Background: an optimization exercise with open tools, aiming at small area. Do not read the settings as production practice.
Where RTL was checked, it was by simulation tests only, not by an equivalence proof against the original.
No functional check of the RTL was part of runs 2 and 3.
Power is estimated from default activity; no workload was simulated.

===== design/flow/config.mk =====
export PLATFORM = sky130hd
export DESIGN_NAME = apb_slave_mem
export DESIGN_NICKNAME = apb_slave_mem
export VERILOG_FILES = /design/flow/design.v
export SDC_FILE = /design/flow/constraint.sdc
export NUM_CORES = 4
export LEC_CHECK = 0
export CAP_MARGIN = 20
export CORE_MARGIN = 2
export CORE_UTILIZATION = 60
export SLEW_MARGIN = 20
export SYNTH_HIERARCHICAL = 1

===== design/flow/constraint.sdc =====
create_clock -name core_clock -period 5.0 [get_ports {PCLK}]
set_input_delay 1.0000 -clock core_clock [delete_from_list [all_inputs] [get_ports {PCLK}]]
set_output_delay 1.0000 -clock core_clock [all_outputs]
set_load 0.01 [all_outputs]

===== design/flow/design.v =====
module apb_slave_mem #(
   parameter int MEM_DEPTH   = 64,
   parameter int WAIT_STATES = 0
) (
   input  logic        PCLK,
   input  logic        PRESETn,
   input  logic        PSELx,
   input  logic        PENABLE,
   input  logic        PWRITE,
   input  logic [31:0] PADDR,
   input  logic [31:0] PWDATA,
   output logic [31:0] PRDATA,
   output logic        PREADY,
   output logic        PSLVERR,
   output logic        dbg_state_o
);
   logic        state_q;
   logic [5:0]  addr_q;
   logic        wr_q;
   logic        err_q;
   logic [5:0]  rot_q;
   logic        rst_q;
   logic        pend_q;
   logic [31:0] pdata_q;
   logic [31:0] prdata_q;
   logic [31:0] prdata_d;
   logic [31:0] ring_q [64];
   logic [31:0] ring_d [64];
   logic        setup_hit;
   logic        setup_err;
   logic        wen;
   logic        clr;
   logic [5:0]  rd_pos;
   logic [5:0]  wr_pos;
   logic        wr_now;
   logic        ins;
   logic [31:0] ins_v;
   logic [31:0] col_a;
   logic [31:0] col_b;
   logic [31:0] ld;
   logic [31:0] ld_n;
   logic [63:0] rd_sel;
   logic        rd_kill;
   logic        rd_byp;
   assign setup_hit = !state_q && PSELx && !PENABLE;
   assign setup_err = (PADDR[1:0] != 2'b00) || (PADDR[31:8] != 24'd0);
   assign wen       = state_q && PSELx && PENABLE && wr_q && !err_q;
   assign clr       = !PRESETn || rst_q;
   assign PREADY      = state_q;
   assign PSLVERR     = state_q && err_q;
   assign PRDATA      = prdata_q;
   assign dbg_state_o = state_q;
   assign wr_pos = addr_q + rot_q;
   assign rd_pos = PADDR[7:2] + rot_q;
   assign wr_now = wen && wr_pos[0];
   assign ins    = wr_now || pend_q;
   assign ins_v  = clr ? 32'h0 : (pend_q ? pdata_q : PWDATA);
   assign col_a  = ~ins_v;
   assign col_b  = ins_v;
   always_comb begin
      logic [5:0] k;
      k = wr_pos + 6'd2;
      for (int e = 0; e < 32; e++) begin
         ld[e]   = clr || (ins && k[5:1] == 5'(e));
         ld_n[e] = !ld[e];
      end
      for (int i = 0; i < 64; i++) rd_sel[i] = (rd_pos == 6'(i));
   end
   for (genvar e = 0; e < 32; e++) begin : g_even
      for (genvar j = 0; j < 32; j++) begin : g_bit
         apb_mem_nxt u_nxt (
            .ld(ld[e]), .ld_n(ld_n[e]), .d_n(e[0] ? col_b[j] : col_a[j]),
            .q(ring_q[(2*e+63)%64][j]), .y(ring_d[2*e][j])
         );
      end
      assign ring_d[2*e+1] = ring_q[2*e];
   end
   always_ff @(posedge PCLK) begin
      for (int i = 0; i < 64; i++) ring_q[i] <= ring_d[i];
   end
   always_ff @(posedge PCLK) begin
      if (!PRESETn) rot_q <= '0;
      else          rot_q <= rot_q + 6'd1;
   end
   always_ff @(posedge PCLK) begin
      rst_q   <= !PRESETn;
      pend_q  <= PRESETn && wen && !wr_pos[0];
      pdata_q <= PWDATA;
   end
   assign rd_kill = !PRESETn || setup_err || (rst_q && rd_pos[0]);
   assign rd_byp  = pend_q && (PADDR[7:2] == addr_q);
   for (genvar j = 0; j < 32; j++) begin : g_col
      logic [21:0] grp_n;
      for (genvar g = 0; g < 21; g++) begin : g_grp
         apb_rd_aoi3 u_aoi (
            .s0(rd_sel[3*g]),   .d0(ring_q[3*g][j]),
            .s1(rd_sel[3*g+1]), .d1(ring_q[3*g+1][j]),
            .s2(rd_sel[3*g+2]), .d2(ring_q[3*g+2][j]),
            .y(grp_n[g])
         );
      end
      assign grp_n[21] = !(rd_sel[63] && ring_q[63][j]);
      apb_rd_fin u_fin (
         .grp_n(grp_n), .pol(rd_pos[1]), .kill(rd_kill), .byp(rd_byp), .bd(pdata_q[j]),
         .d(prdata_d[j])
      );
   end
   always_ff @(posedge PCLK) begin
      if (!PRESETn || (setup_hit && !PWRITE)) prdata_q <= prdata_d;
   end
   always_ff @(posedge PCLK) begin
      if (!PRESETn) state_q <= 1'b0;
      else          state_q <= setup_hit;
   end
   always_ff @(posedge PCLK) begin
      if (setup_hit) begin
         addr_q <= PADDR[7:2];
         wr_q   <= PWRITE;
         err_q  <= setup_err;
      end
   end
endmodule
module apb_mem_nxt (
   input  logic ld,
   input  logic ld_n,
   input  logic d_n,
   input  logic q,
   output logic y
);
   assign y = !((ld || q) && (ld_n || d_n));
endmodule
module apb_rd_aoi3 (
   input  logic s0, d0, s1, d1, s2, d2,
   output logic y
);
   assign y = !((s0 && d0) || (s1 && d1) || (s2 && d2));
endmodule
module apb_rd_fin (
   input  logic [21:0] grp_n,
   input  logic        pol,
   input  logic        kill,
   input  logic        byp,
   input  logic        bd,
   output logic        d
);
   assign d = !kill && (byp ? bd : ((!(&grp_n)) ^ pol));
endmodule

===== design/flow/run.sh =====
#!/bin/bash
# synth_recipe.tcl (not shown) runs the flow's synth.tcl, then flattens the netlist and writes it again
# the make line also repeats each setting of config.mk as NAME=value (left out here)
make -C /OpenROAD-flow-scripts/flow DESIGN_CONFIG=/design/flow/config.mk WORK_HOME=/design/flow/orfs CLKGATE_MAP_FILE= SYNTH_SCRIPT=/design/flow/synth_recipe.tcl finish

==> qor.csv, run 1 <==
metric,value,unit
status,no timing/DRC/antenna violations,
synth.area.top_cells,"dfxtp_1 (68%), a222oi_1 (11%), o22ai_1 (10%)",
syn_area_per_cell,13.1,µm²
die_area,105000,µm²
synth_fa_ha_area_share,0.288,%
hold_viol,0,
synth-edff-count,40,
min_period,4.87,ns
root_buffer,clkbuf_16,
dr.pass1.iters,11,
clock_latency,0.83,ns
tightest_slew,1.29,ns
ir_worst_vdd,0.000436,V
seqCellArea,43000,µm²
ios,104,
hpwlAfterDp,176000,µm
synth_seq_cells,2129,
synth-compound-area-share,23.3,%
netlist_area,61700,µm²
synth-simple-area-share,5.19,%
cts_hold_buf,0,
skew,0.0280,ns
cts_sinks,2129,
num_rows,117,
cts_tree,built,
grt_use_total,47.5,%
reg2reg_depth,16,
vias,55252,
remaining_drc_errors,0,
yosys-top-cells-count,"dfxtp_1 (2089), o22ai_1 (1025), a222oi_1 (672)",
timing.fmax,0.205,GHz
arrival,5.44,ns
power_leakage,30.7,nW
cts_max_path_buffers,3,
hold_path.class,flop to flop,
worst-path-max-fanout,14,
async_reset_ff_share,0,%
overflow,0,
place.port_buffers,103,
drive_gt1_share,22.1,%
relSlewSlack,13.7,%
core_area,102000,µm²
rsz0062_at_grt,no,
die_w,325,µm
syn_inst,4722,
grt_pass1_vias,52291,
multiInputGateArea,20100,µm²
powerDensity,473,nW/µm²
drt-initial-drc-count,13154,
grt_max_degree,97,
synth_xor_area_share,0.353,%
htree_levels,4,
setup_viol,0,
r2r-start,rot_q[0],
r2r-end,prdata_q[18],
postLayoutSetupSlackWorst,0.128,ns
drtAntennaViolNets,0,
min_period_over_period,97.4,%
setup.worst_path.end,prdata_q[18],
ys_warn_count,11,
fin_nets,5815,
synth_top_family_by_area,compound AO/OA/AOI/OAI gates,
drv_slew,0,
via_per_inst,7.60,
worstSetupPathType,primary input to flop,
routedWlPerCell,35.7,µm
synthDistinctLibCells,48,
end_kind,flop,
tns,0,ns
yosysMostFrequentCell,dfxtp_1,
placed_cell_area,72700,µm²
synth_area_leader_cell,dfxtp_1,
cp.required,5.57,ns
ys.flop_type,dfxtp_1,
fin_area,79200,µm²
grt_pass1_wl,366000,µm
routed_wl,260000,µm
cts.reportedPaths.clkPinSlew,0.07,ns
muxShareOfSynthArea,0.584,%
crit_path_start,PADDR[4],
synthesis.nets,4804,
ys_seq_area_share,69.8,%
syn_to_final_growth,28.5,%
die_h,325,µm
synth_top_area_share,67.8,%
start_kind,primary input,
numCtsBuffers,193,
antenna_found_initial,10,
reg2reg_slack,0.21,ns
gp_congestion,0.985,
start_util,60.5,%
dp_worst_setup_slack,-0.960,ns
num-fill-cells,6514,
maxCapViolCount,0,
sequential cells by signal, indices dropped and copies added (netlist names):
| register | flops |
|---|---|
| pend_q | 1 |
| pdata_q | 32 |
| rst_q | 1 |
| addr_q | 6 |
| wr_q | 1 |
| prdata_q | 32 |
| err_q | 1 |
| rot_q | 6 |
| state_q | 1 |
| ring_q | 2048 |
layer usage:
layer	vias to the layer above	part of all wire, %	GRT usage (%)
met5	-	0.019	0
met1	26920	37	63.9
met3	990	18	21.2
met2	4972	39	65.0
li1	22362	-	-
met4	8	5.6	22.4
report_power, final:
group          internal [mW]  switching (mW)  total (mW)
logic                   1.25            2.31        3.56
clock network           8.27            6.53        14.8
registers               18.3           0.795        19.1
area by class of cell:
class | count | share of cell area, %
Timing Repair Buffer | 862 | 10.0
Clock inverter | 53 | 0.865
Tap cell | 1368 | 2.16
Inverter | 37 | 0.175
Antenna cell | 8 | 0.0253
Clock buffer | 299 | 7.12
Sequential cell | 2129 | 54.3
Multi-Input combinational cell | 2510 | 25.3
through the flow:
step	util, %	power [mW]	std cells	hold slack, ns
2_1_floorplan	-	20.5	4722	0.330
3_3_place_gp	71.2	22.6	6885	0.330
3_5_place_dp	71.3	22.6	6896	0.335
4_1_cts	77.6	37.1	7250	0.337
5_1_grt	77.8	38.1	7258	0.342
6_report	77.8	37.4	7266	0.337
layout by cell type (no fill, tap or decap), types with 6 or more instances in the layout:
cell type,synthesis,final
diode_2,0,8
nor3_1,84,37
or4_1,33,28
nor4_4,0,18
clkbuf_8,0,33
nand3_1,40,39
xor2_1,11,9
nor4_1,56,37
clkdlybuf4s50_1,0,101
ha_1,11,10
or3b_2,32,32
o21ai_0,71,66
dfxtp_1,2089,2088
nand2_1,107,107
buf_4,1,656
nand4_1,164,164
buf_8,0,12
clkinv_2,0,21
o31ai_4,0,26
a222oi_1,672,672
a211o_2,32,33
bufinv_16,0,9
mux2_2,32,32
edfxtp_1,40,40
clkinv_8,0,6
a31oi_4,0,25
xnor2_1,12,9
buf_12,0,89
nor3_4,0,47
nand2b_1,9,8
clkbuf_1,30,69
nor2_1,16,15
o22ai_1,1025,1025
clkbuf_16,0,197
inv_1,36,36
cells by family after synthesis:
family	after synthesis
compound gates	1877
xor+xnor	24
fa+ha+maj	13
buf+inv	83
flops	2129
mux	32
simple gates	564
critical path: stages:
cell             delay [ns]
clkdlybuf4s50_1        0.45
ha_1                   0.37
a21o_1                 0.17
a21oi_1                0.17
xor2_1                 0.25
buf_4                  0.20
nand2b_1               0.11
buf_4                  0.17
buf_12                 0.16
nor4_4                 0.13
buf_12                 0.20
a222oi_1               0.58
nand4_1                0.36
or4_4                  0.63
buf_4                  0.17
a211o_2                0.28
worst min-delay path by stage:
stage / to / from / depth (start not counted) / slack (ns)
finish: ring_q[53][2] / ring_q[52][2] / 0 / 0.34
global placement: ring_q[7][1] / ring_q[6][1] / 0 / 0.33
global route: ring_q[47][0] / ring_q[46][0] / 0 / 0.34
CTS: ring_q[51][27] / ring_q[50][27] / 0 / 0.34
floorplan: ring_q[13][0] / ring_q[12][0] / 0 / 0.33
detailed placement: ring_q[53][11] / ring_q[52][11] / 0 / 0.33
modules after synthesis, one instance, submodules excluded:
module,flip-flops and latches,cell area [µm²]
apb_mem_nxt,0,6.26
apb_slave_mem,2129,45800
apb_rd_fin,0,86.3
apb_rd_aoi3,0,10.0
repair_timing:
action                                  CTS  global route
resized for setup                         2            12
pin swaps                                 6            15
endpoints found under the setup margin    5            27
gates cloned                              0             0
setup buffers                             2             5
==> run 2: changes to the inputs <==
==> design/flow/design.v (replaced) <==
module apb_slave_mem #(
   parameter int MEM_DEPTH   = 64,
   parameter int WAIT_STATES = 0
) (
   input  logic        PCLK,
   input  logic        PRESETn,
   input  logic        PSELx,
   input  logic        PENABLE,
   input  logic        PWRITE,
   input  logic [31:0] PADDR,
   input  logic [31:0] PWDATA,
   output logic [31:0] PRDATA,
   output logic        PREADY,
   output logic        PSLVERR,
   output logic        dbg_state_o
);
   logic        state_q;
   logic [5:0]  addr_q;
   logic        wr_q;
   logic        err_q;
   logic        tog_q;
   logic        tog_d;
   logic [31:0] prdata_q;
   logic [31:0] prdata_d;
   logic [31:0] mem_q [64];
   logic [31:0] mem_d [64];
   logic        setup_hit;
   logic        setup_err;
   logic        wen;
   logic        rd_kill;
   logic [63:0] row_ld;
   logic [63:0] row_ld_n;
   logic [31:0] col_d;
   logic [63:0] rd_sel;
   assign setup_hit = !state_q && PSELx && !PENABLE;
   assign setup_err = (PADDR[1:0] != 2'b00) || (PADDR[31:8] != 24'd0);
   assign wen       = state_q && PSELx && PENABLE && wr_q && !err_q;
   assign tog_d     = PRESETn && !tog_q;
   assign PREADY      = state_q;
   assign PSLVERR     = state_q && err_q;
   assign PRDATA      = prdata_q;
   assign dbg_state_o = state_q;
   always_comb begin
      for (int i = 0; i < 64; i++) begin
         row_ld[i]   = !PRESETn || (wen && addr_q == 6'(i));
         row_ld_n[i] = !row_ld[i];
      end
      for (int j = 0; j < 32; j++) col_d[j] = !(tog_d ^ (PRESETn && PWDATA[j]));
      for (int i = 0; i < 64; i++) rd_sel[i] = (PADDR[7:2] == 6'(i));
   end
   for (genvar i = 0; i < 64; i++) begin : g_row
      for (genvar j = 0; j < 32; j++) begin : g_bit
         apb_mem_nxt u_nxt (
            .ld(row_ld[i]), .ld_n(row_ld_n[i]), .d_n(col_d[j]), .q(mem_q[i][j]), .y(mem_d[i][j])
         );
      end
   end
   always_ff @(posedge PCLK) begin
      for (int i = 0; i < 64; i++) mem_q[i] <= mem_d[i];
   end
   always_ff @(posedge PCLK) tog_q <= tog_d;
   assign rd_kill = !PRESETn || setup_err;
   for (genvar j = 0; j < 32; j++) begin : g_col
      logic [21:0] grp_n;
      for (genvar g = 0; g < 21; g++) begin : g_grp
         apb_rd_aoi3 u_aoi (
            .s0(rd_sel[3*g]),   .d0(mem_q[3*g][j]),
            .s1(rd_sel[3*g+1]), .d1(mem_q[3*g+1][j]),
            .s2(rd_sel[3*g+2]), .d2(mem_q[3*g+2][j]),
            .y(grp_n[g])
         );
      end
      assign grp_n[21] = !(rd_sel[63] && mem_q[63][j]);
      apb_rd_fin u_fin (.grp_n(grp_n), .tog(tog_q), .kill(rd_kill), .d(prdata_d[j]));
   end
   always_ff @(posedge PCLK) begin
      if (!PRESETn || (setup_hit && !PWRITE)) prdata_q <= prdata_d;
   end
   always_ff @(posedge PCLK) begin
      if (!PRESETn) state_q <= 1'b0;
      else          state_q <= setup_hit;
   end
   always_ff @(posedge PCLK) begin
      if (setup_hit) begin
         addr_q <= PADDR[7:2];
         wr_q   <= PWRITE;
         err_q  <= setup_err;
      end
   end
endmodule
module apb_mem_nxt (
   input  logic ld,
   input  logic ld_n,
   input  logic d_n,
   input  logic q,
   output logic y
);
   assign y = !((ld || q) && (ld_n || d_n));
endmodule
module apb_rd_aoi3 (
   input  logic s0, d0, s1, d1, s2, d2,
   output logic y
);
   assign y = !((s0 && d0) || (s1 && d1) || (s2 && d2));
endmodule
module apb_rd_fin (
   input  logic [21:0] grp_n,
   input  logic        tog,
   input  logic        kill,
   output logic        d
);
   assign d = !kill && ((!(&grp_n)) ^ tog);
endmodule
==> run 2 against run 1 <==
Largest cell class unchanged. Sequential power increased by 4%. Setup slack improved by 0.21 ns. Combinational power grew 7.3%. Global-route usage is 1.5 points lower. Flip-flop and latch count fell by 39. Register-to-register slack gained 1.5 ns.
==> qor.csv, run 2 <==
metric,value,unit,change
status,no timing/DRC/antenna violations,,
fin_util,72.4,%,-5.4 points
ios,104,,unchanged
gp_congestion,0.993,,+0.77%
numCtsBuffers,194,,+0.52%
synthesis.nets,5605,,+17%
die_area,113000,µm²,+6.8%
syn_area_per_cell,11.9,µm²,-8.8%
fin_area,78800,µm²,-0.51%
drive_gt1_share,13.7,%,-8.3 points
drv_slew,0,,unchanged
remaining_drc_errors,0,,unchanged
cts_max_path_buffers,3,,unchanged
yosysMostFrequentCell,dfxtp_1,,
async_reset_ff_share,0,%,unchanged
grt_pass1_vias,58092,,+11%
synth-simple-area-share,3.89,%,-1.3 points
synth.area.top_cells,"dfxtp_1 (62%), o22ai_1 (19%), a222oi_1 (10%)",,
via_per_inst,8.12,,+6.8%
worstSetupPathType,primary input to flop,,
synth_xor_area_share,0.425,%,+0.072 points
worst-path-max-fanout,16,,+2
hold_viol,0,,unchanged
yosys-top-cells-count,"dfxtp_1 (2050), o22ai_1 (2048), a222oi_1 (672)",,
placed_cell_area,72200,µm²,-0.64%
routed_wl,269000,µm,+3.4%
netlist_area,65900,µm²,+6.9%
overflow,0,,unchanged
dp_worst_setup_slack,-0.122,ns,+0.838 ns
largest_registers,"mem_q (2048), prdata_q (32), addr_q (6)",,
synth_top_family_by_area,compound AO/OA/AOI/OAI gates,,
ys_warn_count,10,,-1
end_kind,flop,,
synth_fa_ha_area_share,0,%,-0.29 points
cts_tree,built,,
setup_viol,0,,unchanged
skew,0.0269,ns,-0.00107 ns
min_period,4.66,ns,-0.208 ns
htree_levels,4,,unchanged
syn_to_final_growth,19.6,%,
syn_inst,5536,,+17%
cts_hold_buf,0,,unchanged
ys_seq_area_share,64.1,%,-5.7 points
place.port_buffers,103,,unchanged
timing.fmax,0.214,GHz,+4.5%
grt_max_degree,65,,-33%
cts_resized,0,,-2
layout_common_cells,"dfxtp_1 (2049), o22ai_1 (2048), a222oi_1 (672)",,
grt_use_total,46.0,%,-1.5 points
clock_latency,0.82,ns,about the same
cp.required,5.61,ns,+0.04 ns
drtAntennaViolNets,0,,unchanged
root_buffer,clkbuf_16,,
synth_top_area_share,62.3,%,-5.6 points
num-fill-cells,7783,,+19%
start_kind,primary input,,
synthDistinctLibCells,28,,-42%
muxShareOfSynthArea,0,%,-0.58 points
ys.flop_type,dfxtp_1,,
rsz0062_at_grt,no,,
powerDensity,493,nW/µm²,+4.3%
vias,62895,,+14%
synth-edff-count,40,,unchanged
dr.pass1.iters,11,,unchanged
hold_path.class,flop to flop,,
die_w,335,µm,+3.3%
tightest_slew,1.24,ns,-0.0493 ns
cts_sinks,2090,,-1.8%
arrival,5.28,ns,-0.16 ns
maxCapViolCount,0,,unchanged
postLayoutSetupSlackWorst,0.336,ns,+0.208 ns
min_period_over_period,93.3,%,-4.2 points
hpwlAfterDp,162000,µm,-8.1%
antenna_found_initial,29,,+19
core_area,109000,µm²,+6.8%
grt_pass1_wl,389000,µm,+6.2%
power_leakage,28.8,nW,-6.3%
regMostFlops,mem_q,,
ir_worst_vdd,0.000357,V,-18%
relSlewSlack,17.0,%,+3.3 points
cts.reportedPaths.clkPinSlew,0.06,ns,about the same
num_rows,121,,+3.4%
synth-compound-area-share,31.3,%,+8.0 points
fin_nets,6224,,+7.0%
drt-initial-drc-count,12806,,-2.6%
synth_seq_cells,2090,,-1.8%
synth_area_leader_cell,dfxtp_1,,
routedWlPerCell,34.7,µm,-3.0%
layout_commonest_cell,dfxtp_1,,
die_h,335,µm,+3.3%
postCtsSetupRepairBufs,0,,-2
largest_register_ffs,2048,,unchanged
start_util,60.5,%,about the same
## run 2: changes by cell type after synthesis, moves of 27 or more
| cell | previous run | this run |
|---|---|---|
| o31a_1 | 0 | 32 |
| nor3_1 | 84 | 32 |
| o21a_1 | 0 | 64 |
| nand3_1 | 40 | 13 |
| nor2_1 | 16 | 72 |
| inv_1 | 36 | 2 |
| mux2_2 | 32 | 0 |
| a211o_2 | 32 | 0 |
| or3b_2 | 32 | 0 |
| o22ai_1 | 1025 | 2048 |
| dfxtp_1 | 2089 | 2050 |
## run 2: logic make-up after synthesis
family,count (synthesis)
XOR/XNOR,32
buffers and inverters,47
AO/OA/AOI/OAI,2881
flip-flops,2090
AND/OR/NAND/NOR,486
## run 2: through the flow
step,hold slack [ns],setup TNS [ns],power (mW),cells
2_1_floorplan,0.433,0,22.1,5536
3_3_place_gp,0.440,-0.362,23.6,7373
3_5_place_dp,0.447,-0.279,23.8,7373
4_1_cts,0.456,0,38.6,7731
5_1_grt,0.464,0,39.9,7731
6_report,0.455,0,38.9,7744
## run 2: cell type report
cell class | instances | area, µm² | share of cell area (%)
timing repair buffer | 468 | 4140 | 5.25
antenna | 13 | 32.5 | 0.0413
multi-input combinational | 3399 | 24100 | 30.5
inverter | 2 | 7.51 | 0.00952
clock buffer | 289 | 5810 | 7.37
clock inverter | 69 | 768 | 0.974
sequential | 2090 | 42200 | 53.6
tap | 1414 | 1770 | 2.24
## run 2: worst max-delay path: stages
cell,delay [ns]
clkdlybuf4s50_1,0.71
nor2b_1,0.32
nand3_1,0.35
nor2_2,0.29
buf_4,0.30
a222oi_1,0.35
nand4_1,0.68
or4_1,0.79
o31a_1,0.26
nor3_1,0.18
## run 2: where the power goes
part / internal [mW] / total (mW) / switching [mW]
Combinational: 1.43 / 3.82 / 2.40
Sequential: 18.8 / 19.9 / 1.11
Clock: 8.73 / 15.2 / 6.44
Total: 28.9 / 38.9 / 9.94
## run 2: per-module statistics from Yosys (local to each module, per instance)
module / copies in the design / area [µm²] / cells / flops+latches
apb_rd_aoi3: 672 / 10.0 / 1 / 0
apb_rd_fin: 32 / 62.6 / 10 / 0
apb_mem_nxt: 2048 / 6.26 / 1 / 0
apb_slave_mem: 1 / 44400 / 2496 / 2090
## run 2: path summary, 6_finish.rpt
path	start	to	slack (ns)	cells after the start
setup / recovery	PADDR[4]	prdata_q[1]	0.34	10
hold / removal	mem_q[16][28]	mem_q[16][28]	0.45	1
setup reg to reg	err_q	mem_q[40][5]	1.67	5
hold reg to reg	mem_q[16][28]	mem_q[16][28]	0.45	1
## run 2: routing by layer
layer | vias up | share of wire [%] | track usage (%)
li1 | 25913 | - | -
met1 | 31038 | 37 | 60.5
met2 | 4982 | 41 | 65.3
met3 | 922 | 15 | 15.8
met4 | 40 | 6.6 | 27.3
met5 | - | 0.12 | 0
==> run 3: changes to the inputs <==
--- a/design/flow/config.mk
+++ b/design/flow/config.mk
@@ -8,5 +8,6 @@
 export CAP_MARGIN = 20
 export CORE_MARGIN = 2
 export CORE_UTILIZATION = 60
+export CTS_BUF_LIST = sky130_fd_sc_hd__clkbuf_4 sky130_fd_sc_hd__clkbuf_8
 export SLEW_MARGIN = 20
 export SYNTH_HIERARCHICAL = 1
==> run 3 against run 2 <==
Setup slack gained 0.14 ns. Via count increased by 0.99%. Hold slack got worse by 0.00062 ns. Global-route usage rose by 0.24 points. Utilization rose by 0.21 points. Critical path depth is the same. Register-to-register slack better by 0.02 ns. Non-clock buffer count stayed put. Sequential power is essentially flat. Synthesized cell count unchanged. Combinational power barely moved. Final cell count rose by 2.8%. Largest cell class unchanged.
==> qor.csv, run 3 <==
metric,value,unit,change
status,no timing/DRC/antenna violations,,
synth_top_area_share,62.3,%,unchanged
drv_slew,0,,unchanged
largest_registers,"mem_q (2048), prdata_q (32), addr_q (6)",,
hpwlAfterDp,162000,µm,unchanged
hold_path.class,flop to flop,,
min_period,4.52,ns,-0.143 ns
dp_worst_setup_slack,-0.122,ns,unchanged
worst-path-max-fanout,16,,unchanged
fin_area,79100,µm²,+0.29%
synth_fa_ha_area_share,0,%,unchanged
grt_max_degree,65,,unchanged
overflow,0,,unchanged
gp_congestion,0.993,,unchanged
cp.required,5.61,ns,about the same
num-fill-cells,7887,,+1.3%
synth.area.top_cells,"dfxtp_1 (62%), o22ai_1 (19%), a222oi_1 (10%)",,
grt_pass1_wl,391000,µm,+0.54%
power_leakage,29.2,nW,+1.2%
die_w,335,µm,unchanged
p_clk_share,38.6,%,-0.4 points
critPathBufInv,2,,unchanged
drt-initial-drc-count,13003,,+1.5%
via_per_inst,7.98,,-1.7%
synth_top_family_by_area,compound AO/OA/AOI/OAI gates,,
pwr-share-seq,51.5,%,+0.4 points
cts_hold_buf,0,,unchanged
synthDistinctLibCells,28,,unchanged
placed_cell_area,72200,µm²,unchanged
comb_power_share,9.9,%,about the same
fin_util,72.6,%,+0.21 points
die_area,113000,µm²,unchanged
start_util,60.5,%,unchanged
total_power,38.6,mW,-0.62%
worstSetupPathType,primary input to flop,,
vias,63518,,+0.99%
synthesis.nets,5605,,unchanged
die_h,335,µm,unchanged
yosysMostFrequentCell,dfxtp_1,,
grt_pass1_vias,59061,,+1.7%
num_rows,121,,unchanged
antenna_found_initial,36,,+24%
relSlewSlack,22.2,%,+5.2 points
setup_viol,0,,unchanged
ys_seq_area_share,64.1,%,unchanged
cts_tree,built,,
synth-edff-count,40,,unchanged
ys_warn_count,10,,unchanged
postCtsSetupRepairBufs,0,,unchanged
postLayoutSetupSlackWorst,0.479,ns,+0.143 ns
cts_resized,0,,unchanged
layout_common_cells,"dfxtp_1 (2049), o22ai_1 (2048), a222oi_1 (672)",,
root_buffer,clkbuf_8,,
largest_register_ffs,2048,,unchanged
routed_wl,270000,µm,+0.60%
clock_latency,0.98,ns,+0.16 ns
core_area,109000,µm²,unchanged
crit_path_top_delay_cell,clkdlybuf4s50_1,,
ios,104,,unchanged
critPathMaxStageDelay,0.84,ns,+0.05 ns
layout_commonest_cell,dfxtp_1,,
muxShareOfSynthArea,0,%,unchanged
syn_area_per_cell,11.9,µm²,unchanged
arrival,5.13,ns,-0.15 ns
p_int,28.5,mW,-1.3%
htree_levels,5,,+1
fin_nets,6360,,+2.2%
synth_area_leader_cell,dfxtp_1,,
hold_viol,0,,unchanged
synth-compound-area-share,31.3,%,unchanged
synth_seq_cells,2090,,unchanged
numCtsBuffers,330,,+70%
powerDensity,488,nW/µm²,-0.91%
grt_use_total,46.2,%,+0.24 points
cts.reportedPaths.clkPinSlew,0.06,ns,about the same
crit_chain,"clkdlybuf4s50_1, nor2b_1, nand3_1, nor2_2, buf_4, a222oi_1, nand4_1, or4_1, nor4_1, nor3_1",,
path_delay_family,simple AND/OR/NAND/NOR gates,,
synth-simple-area-share,3.89,%,unchanged
syn_to_final_growth,20.0,%,
cts_sinks,2090,,unchanged
netlist_area,65900,µm²,unchanged
synth_xor_area_share,0.425,%,unchanged
cts_max_path_buffers,4,,+1
tightest_slew,1.16,ns,-0.0814 ns
drtAntennaViolNets,0,,unchanged
skew,0.0707,ns,+0.0438 ns
swShare,26.1,%,+0.52 points
min_period_over_period,90.4,%,-2.9 points
ys.flop_type,dfxtp_1,,
async_reset_ff_share,0,%,unchanged
ir_worst_vdd,0.000319,V,-11%
drive_gt1_share,17.2,%,+3.4 points
yosys-top-cells-count,"dfxtp_1 (2050), o22ai_1 (2048), a222oi_1 (672)",,
syn_inst,5536,,unchanged
switchingPower,10.1,mW,+1.4%
rsz0062_at_grt,no,,
regMostFlops,mem_q,,
start_kind,primary input,,
routedWlPerCell,33.9,µm,-2.1%
end_kind,flop,,
tns,0,ns,unchanged
remaining_drc_errors,0,,unchanged
place.port_buffers,103,,unchanged
maxCapViolCount,0,,unchanged
timing.fmax,0.221,GHz,+3.2%
dr.pass1.iters,12,,+1
## run 3: cell types whose count changed in the layout (fill, tap and decap cells not counted), sizes merged
cell | previous run | this run
diode | 13 | 22
clkinv | 43 | 32
clkinvlp | 4 | 9
inv | 11 | 6
clkbuf | 290 | 514
bufinv | 13 | 6
## run 3: modules after synthesis (local to each module, per instance)
module         times used  area (µm²)
apb_slave_mem           1       44400
apb_rd_fin             32        62.6
apb_rd_aoi3           672        10.0
apb_mem_nxt          2048        6.26
## run 3: power groups by stage
stage,Sequential (mW),Combinational (mW),Clock (mW)
5_1_grt,20.1,3.95,15.7
2_1_floorplan,19.9,2.24,0
3_5_place_dp,20.1,3.64,0
4_1_cts,19.8,3.64,14.9
6_report,19.9,3.82,14.9
3_3_place_gp,20.1,3.52,0
## run 3: metal layers
metal  share of wire (%)  vias up  routed length, µm  GRT usage [%]
li1                    -    26207                  -              -
met4                 6.4       44              17200           27.9
met1                  37    31133              99900           60.9
met3                  15      967              40600           15.8
met2                  41     5167             112000           65.4
met5                0.10        -                282              0
## run 3: layout make-up
cell class | instances | area, µm² | share of cell area (%)
Inverter | 2 | 7.51 | 0.00949
Clock inverter | 51 | 450 | 0.570
Clock buffer | 513 | 6330 | 8.01
Antenna cell | 22 | 55.1 | 0.0696
Timing Repair Buffer | 468 | 4140 | 5.23
Sequential cell | 2090 | 42200 | 53.4
Tap cell | 1414 | 1770 | 2.24
Multi-Input combinational cell | 3399 | 24100 | 30.4
## run 3: stage by stage
step	instances	hold slack [ns]
floorplan	5536	0.433
global route	7942	0.464
global placement	7373	0.440
finish	7959	0.454
detailed placement	7373	0.447
CTS	7937	0.455
## run 3: path summary, 6_finish.rpt
check / start / endpoint / slack [ns] / cells after the start
max reg2reg: err_q / mem_q[40][28] / 1.69 / 5
min: mem_q[15][6] / mem_q[15][6] / 0.45 / 1
min reg2reg: mem_q[15][6] / mem_q[15][6] / 0.45 / 1
max: PADDR[5] / prdata_q[1] / 0.48 / 10
## run 3: logic make-up (layout without fill, tap and decap cells)
family                 Yosys count  count (layout)
other                            0              22
flip-flops                    2090            2090
buffers and inverters           47            1034
AO/OA/AOI/OAI                 2881            2881
AND/OR/NAND/NOR                486             486
XOR/XNOR                        32              32

==> what the ideal ports hide <==
Ports are ideal in the flow. The routed layouts listed here were re-timed in OpenROAD. Step 1 (the two cells are an assumption about what drives the block):
set clk [get_ports {PCLK}]
set_driving_cell -lib_cell sky130_fd_sc_hd__clkbuf_16 $clk
set_driving_cell -lib_cell sky130_fd_sc_hd__buf_2 [delete_from_list [all_inputs] $clk]
Step 2 times the ports against the registers' clock, not the clock port: input delays grow and output delays shrink by t, the midpoint of the rising clock arrivals with the driver on. a / b / c = no drivers / after step 1 / after step 2; a / b = the first two.
| run | t, ns | setup WS [ns] | worst setup path after step 2 |
|---|---|---|---|
| run 1 | 0.889 | 0.128 / 0.180 / -0.709 | input to register |
| run 2 | 0.895 | 0.336 / 0.368 / -0.527 | input to register |
| run 3 | 1.034 | 0.479 / 0.517 / -0.518 | input to register |
Met with ideal ports but missed after step 2: setup timing in every run listed. For run 3, which loses most, drivers alone change the setup slack by +0.038 ns; drivers and shift together by -0.997 ns.
